What follows belongs to an exercise in optimizing a design on an open flow for small area and a short achievable clock period; a production flow would make more cautious choices. Only simulation tests tie the RTL to the original design; equivalence was not proved. Power figures rest on the tool's default switching activity, not on a simulated workload. The clock port is modelled as an ideal driver; clocking choices that lean on that would not hold on a real chip.

// any1_alu_queue
module any1_alu_queue #(
   parameter int DEPTH        = 8,
   parameter int AFULL_MARGIN = 2
) (
   input  logic                     rst_i,
   input  logic                     clk_i,
   input  logic                     flush_i,
   input  logic [358:0]             rec_i,
   output logic [358:0]             rec_o,
   output logic                     valid_o,
   input  logic                     rdy_i,
   output logic [$clog2(DEPTH):0]   count_o,
   output logic                     full_o,
   output logic                     afull_o,
   output logic                     ovf_o
);
   localparam int PW = 358;            
   localparam int RN = DEPTH - 1;      
   logic [PW-1:0]  head;
   logic [PW-1:0]  ring [RN];
   logic [RN-1:0]  wptr;               
   logic [RN-1:0]  rsel;               
   logic [RN-1:0]  wsel_n;             
   logic [RN-1:0]  wsel_p;             
   logic [3:0]     count;
   logic           valid, full, afull, ovf;
   logic           le1;                
   logic           wr, go;
   logic           pop, push;
   logic           head_in;            
   logic           head_ring;          
   logic           head_hold;
   logic [RN-1:0]  head_sel;
   logic           ring_wr;            
   logic [RN-1:0]  ring_we;
   logic [3:0]     count_nx;
   logic [RN-1:0]  rptr_nx;
   logic [RN-1:0]  rptr;
   logic [RN-1:0]  wptr_nx;
   logic [PW-1:0]  head_nx;
   assign wr   = rec_i[358];
   assign go   = ~flush_i;
   assign pop  = valid & rdy_i & go;
   assign push = wr & go & (~full | pop);
   assign head_in   = wr & go & (rdy_i ? le1 : ~valid);
   assign head_ring = rdy_i & go & ~le1;
   assign head_sel  = {RN{rdy_i & go}} & rsel;
  ...
Size in the first run: roughly 4500 cells after synthesis, about 730 I/O pins, roughly 0.097 mm^2 of cells after synthesis.
clock: 4.4 ns
lec_check: 0
cap_margin: 20
core_margin: 2
core_utilization: 70
cts_cluster_diameter: 80
cts_cluster_size: 30
place_density: 0.8
setup_slack_margin: 2.2
slew_margin: 20
synth_hierarchical: 1
synth_minimum_keep_size: 0
standard.sh (not shown) runs the stock make flow with config.mk's settings and CLKGATE_MAP_FILE= SYNTH_SCRIPT=/design/flow/synth_recipe.tcl, a recipe that flattens the netlist after the stock synthesis.
==> flow/flow/run.sh <==
#!/bin/bash
# Layout flow: the standard ORFS flow (standard.sh), with the port
# buffers made from buf_2 cells instead of the default delay-buffer cell and
# the clock tree built without dummy balancing loads.
set -euo pipefail
export BUFFER_PORTS_ARGS="-buffer_cell sky130_fd_sc_hd__buf_2"
export CTS_ARGS="-sink_clustering_enable -repair_clock_nets -sink_clustering_size 30 -sink_clustering_max_diameter 80 -dont_use_dummy_load"
bash standard.sh > standard.log 2>&1
The starting point passed the timing, design-rule and antenna checks.
Change:
--- a/flow/flow/run.sh
+++ b/flow/flow/run.sh
@@ -3 +3 @@
-# buffers made from buf_2 cells instead of the default delay-buffer cell and
+# buffers made from buf_1 cells instead of the default delay-buffer cell and
@@ -6 +6 @@
-export BUFFER_PORTS_ARGS="-buffer_cell sky130_fd_sc_hd__buf_2"
+export BUFFER_PORTS_ARGS="-buffer_cell sky130_fd_sc_hd__buf_1"
- CORE_UTILIZATION: 70 -> 65
- PLACE_DENSITY: 0.8 -> 0.75
- SETUP_SLACK_MARGIN: 2.2 -> 2.4
Sequential power stays flat. Global-route usage drops by 0.83 points. Wire length climbs by 8.9%. Sequential cell count does not change.

========
any1_alu_queue, a different RTL version from the one above (not shown whole).
Size: roughly 4400 cells after synthesis, roughly 2900 flip-flops, roughly 0.097 sq mm of cells after synthesis.
==> flow/config.mk <==
export PLATFORM = sky130hd
export DESIGN_NAME = any1_alu_queue
export DESIGN_NICKNAME = any1_alu_queue
export VERILOG_FILES = /design/flow/design.v
export SDC_FILE = /design/flow/constraint.sdc
export NUM_CORES = 4
export LEC_CHECK = 0
export CAP_MARGIN = 20
export CORE_MARGIN = 2
export CORE_UTILIZATION = 60
export CTS_CLUSTER_DIAMETER = 80
export CTS_CLUSTER_SIZE = 30
export PLACE_DENSITY = 0.7
export SETUP_SLACK_MARGIN = 1.8
export SLEW_MARGIN = 20
export SYNTH_HIERARCHICAL = 1
export SYNTH_MINIMUM_KEEP_SIZE = 0
==> flow/constraint.sdc <==
create_clock -name core_clock -period 4.4 [get_ports {clk_i}]
set_input_delay 0.8800 -clock core_clock [delete_from_list [all_inputs] [get_ports {clk_i}]]
set_output_delay 0.8800 -clock core_clock [all_outputs]
set_load 0.01 [all_outputs]
run.sh (not shown) runs the stock make flow with config.mk's settings and CLKGATE_MAP_FILE= SYNTH_SCRIPT=/design/flow/synth_recipe.tcl, a recipe that flattens the netlist after the stock synthesis.
Stock flow here: none of the scripts above is used.
The starting point finished clean.
Change:
- CORE_UTILIZATION: 60 -> 70
- CTS_CLUSTER_DIAMETER: 80 -> 60
- PLACE_DENSITY: 0.7 -> 0.8
- SETUP_SLACK_MARGIN: 1.8 -> 2.0
After rerunning: The new run finished clean; setup slack is better by 110 ps; die area fell by 14%; synthesized area stays the same; final cell count fell by 3.6%; sequential share of layout area fell by 0.67 points.

========
any1_alu_queue with an RTL version that a note above also has.
For scale: roughly 2900 flip-flops, about 97000 um2 of cells after synthesis.
==> flow/design.v (excerpt) <==
module any1_alu_queue #(
   parameter int DEPTH        = 8,
   parameter int AFULL_MARGIN = 2
) (
   input  logic                     rst_i,
   input  logic                     clk_i,
   input  logic                     flush_i,
   input  logic [358:0]             rec_i,
   output logic [358:0]             rec_o,
   output logic                     valid_o,
   input  logic                     rdy_i,
   output logic [$clog2(DEPTH):0]   count_o,
   output logic                     full_o,
   output logic                     afull_o,
   output logic                     ovf_o
);
Settings: LEC_CHECK=0, CAP_MARGIN=20, CORE_MARGIN=2, CORE_UTILIZATION=65, CTS_CLUSTER_DIAMETER=80, CTS_CLUSTER_SIZE=30, PLACE_DENSITY=0.75, SETUP_SLACK_MARGIN=2.2, SLEW_MARGIN=20, SYNTH_HIERARCHICAL=1, SYNTH_MINIMUM_KEEP_SIZE=0; clock period 4.4 ns.
standard.sh (not shown) runs the stock make flow with config.mk's settings and CLKGATE_MAP_FILE= SYNTH_SCRIPT=/design/flow/synth_recipe.tcl, a recipe that flattens the netlist after the stock synthesis.
==> flow/flow/run.sh <==
#!/bin/bash
# Layout flow: the standard ORFS flow (standard.sh), with the port
# buffers made from buf_2 cells instead of the default delay-buffer cell and
# the clock tree built without dummy balancing loads.
set -euo pipefail
export BUFFER_PORTS_ARGS="-buffer_cell sky130_fd_sc_hd__buf_2"
export CTS_ARGS="-sink_clustering_enable -repair_clock_nets -sink_clustering_size 30 -sink_clustering_max_diameter 80 -dont_use_dummy_load"
bash standard.sh > standard.log 2>&1
Rerun with:
==> flow/flow/run.sh (replaced) <==
#!/bin/bash
# Layout flow: the standard ORFS flow (standard.sh), with the port
# buffers made from buf_1 cells instead of the default delay-buffer cell and
# the clock tree built without dummy balancing loads.
set -euo pipefail
export BUFFER_PORTS_ARGS="-buffer_cell sky130_fd_sc_hd__buf_1"
export CTS_ARGS="-sink_clustering_enable -repair_clock_nets -sink_clustering_size 30 -sink_clustering_max_diameter 80 -dont_use_dummy_load"
bash standard.sh > standard.log 2>&1
Effect: Sequential power stays flat; cell count barely changes; design area is lower by 0.52%; clock-buffer cell count rises by 1; sequential cell count is unchanged; critical path depth rose by 6; utilization came out lower by 0.38 points; routed wire length climbs by about 1.2%; via count stays flat; worst hold slack improves by 0.0059 ns; maximum frequency shrinks by about 2.4%.

========
rev 12:
Another version of the RTL of any1_alu_queue (not shown whole).
Size: about 2,900 flip-flops, roughly 0.10 mm² of cells after synthesis.
make LEC_CHECK=0 CAP_MARGIN=20 CORE_MARGIN=2 CORE_UTILIZATION=60 PLACE_DENSITY=0.7 SETUP_SLACK_MARGIN=1.8 SLEW_MARGIN=20 finish   # period 4.4 ns
run.sh (not shown) runs the stock make flow with config.mk's settings and CLKGATE_MAP_FILE= SYNTH_SCRIPT=/design/flow/synth_recipe.tcl, a recipe that flattens the netlist after the stock synthesis.
Stock flow here: none of the scripts above is used.
Rev 12: done, clean on timing, DRC and antenna
What rev 13 does differently from rev 12 at the input level:
diff --git a/flow/config.mk b/flow/config.mk
--- a/flow/config.mk
+++ b/flow/config.mk
@@ -10,2 +10,4 @@
 export CORE_UTILIZATION = 60
+export CTS_CLUSTER_DIAMETER = 80
+export CTS_CLUSTER_SIZE = 30
 export PLACE_DENSITY = 0.7
==> run summary <==
Rev 13 against rev 12: maximum frequency now sits higher, post-layout total power now sits lower, clock transition time at the flip-flop clock pins of the worst setup and hold paths now sits higher, final instance area now sits lower.
Rev 13 gives less routed wire length than rev 12 did.
Library cell contributing the largest single delay on the critical path: sky130_fd_sc_hd__clkdlybuf4s50_1 -> rev 12, sky130_fd_sc_hd__dfrtp_2 -> rev 13
Compared with rev 12, in rev 13 initial antenna violation count now larger; clock network contribution to total cell area lower; power density relative to cell area fell by about 12%.
In the flow results for rev 13 and rev 12, the minimum period implied by the final worst setup slack is larger on rev 12.
Length of the first detailed-routing pass in iterations (rev 13 over rev 12): decrease, 1
Compared with rev 12, rev 13 shows a higher share of power burned in combinational logic.

[separate check: timing with driven ports]
No port has a modelled driver above. Below, the same layouts with a new extraction and two added sets of constraints. Step 1 sets driving cells, clkbuf_16 on the clock port and buf_2 on the other inputs (assumed; they add their load-dependent delay and slew). Step 2, shift: input delay + t, output delay - t, t = (earliest + latest rising clock arrival at the registers) / 2. This alone moves slack from input paths to output paths. a / b / c = ideal / step 1 / step 2; a / b = the first two.
run | t, ns | slack for setup (ns) | worst setup path at the end | clock arrival spread, ns | slew at the worst register clock pin (ns)
the first run of note 1 | 0.815 | 2.188 / 2.107 / 1.444 | input to register | 0.072 / 0.073 | 0.11 / 0.11
the second run of note 1 | 0.822 | 2.055 / 2.055 / 1.356 | input to register | 0.102 / 0.101 | 0.12 / 0.12
the first run of note 2 | 0.847 | 1.848 / 1.762 / 1.088 | input to register | 0.038 / 0.037 | 0.11 / 0.11
the second run of note 2 | 0.884 | 1.955 / 1.873 / 1.354 | input to register | 0.051 / 0.050 | 0.11 / 0.11
the first run of note 3 | 0.834 | 2.183 / 2.097 / 1.448 | input to register | 0.084 / 0.084 | 0.11 / 0.11
the second run of note 3 | 0.817 | 2.129 / 2.112 / 1.367 | input to register | 0.098 / 0.098 | 0.11 / 0.11
rev 12 | 0.973 | 1.770 / 1.772 / 0.858 | input to register | 0.060 / 0.060 | 0.07 / 0.07
rev 13 | 0.858 | 1.832 / 1.765 / 1.057 | input to register | 0.049 / 0.048 | 0.11 / 0.11
After both steps setup and hold are still met in every run listed. The setup slack of rev 12, which loses most, moves by +0.002 ns with the drivers and by -0.912 ns with both steps.
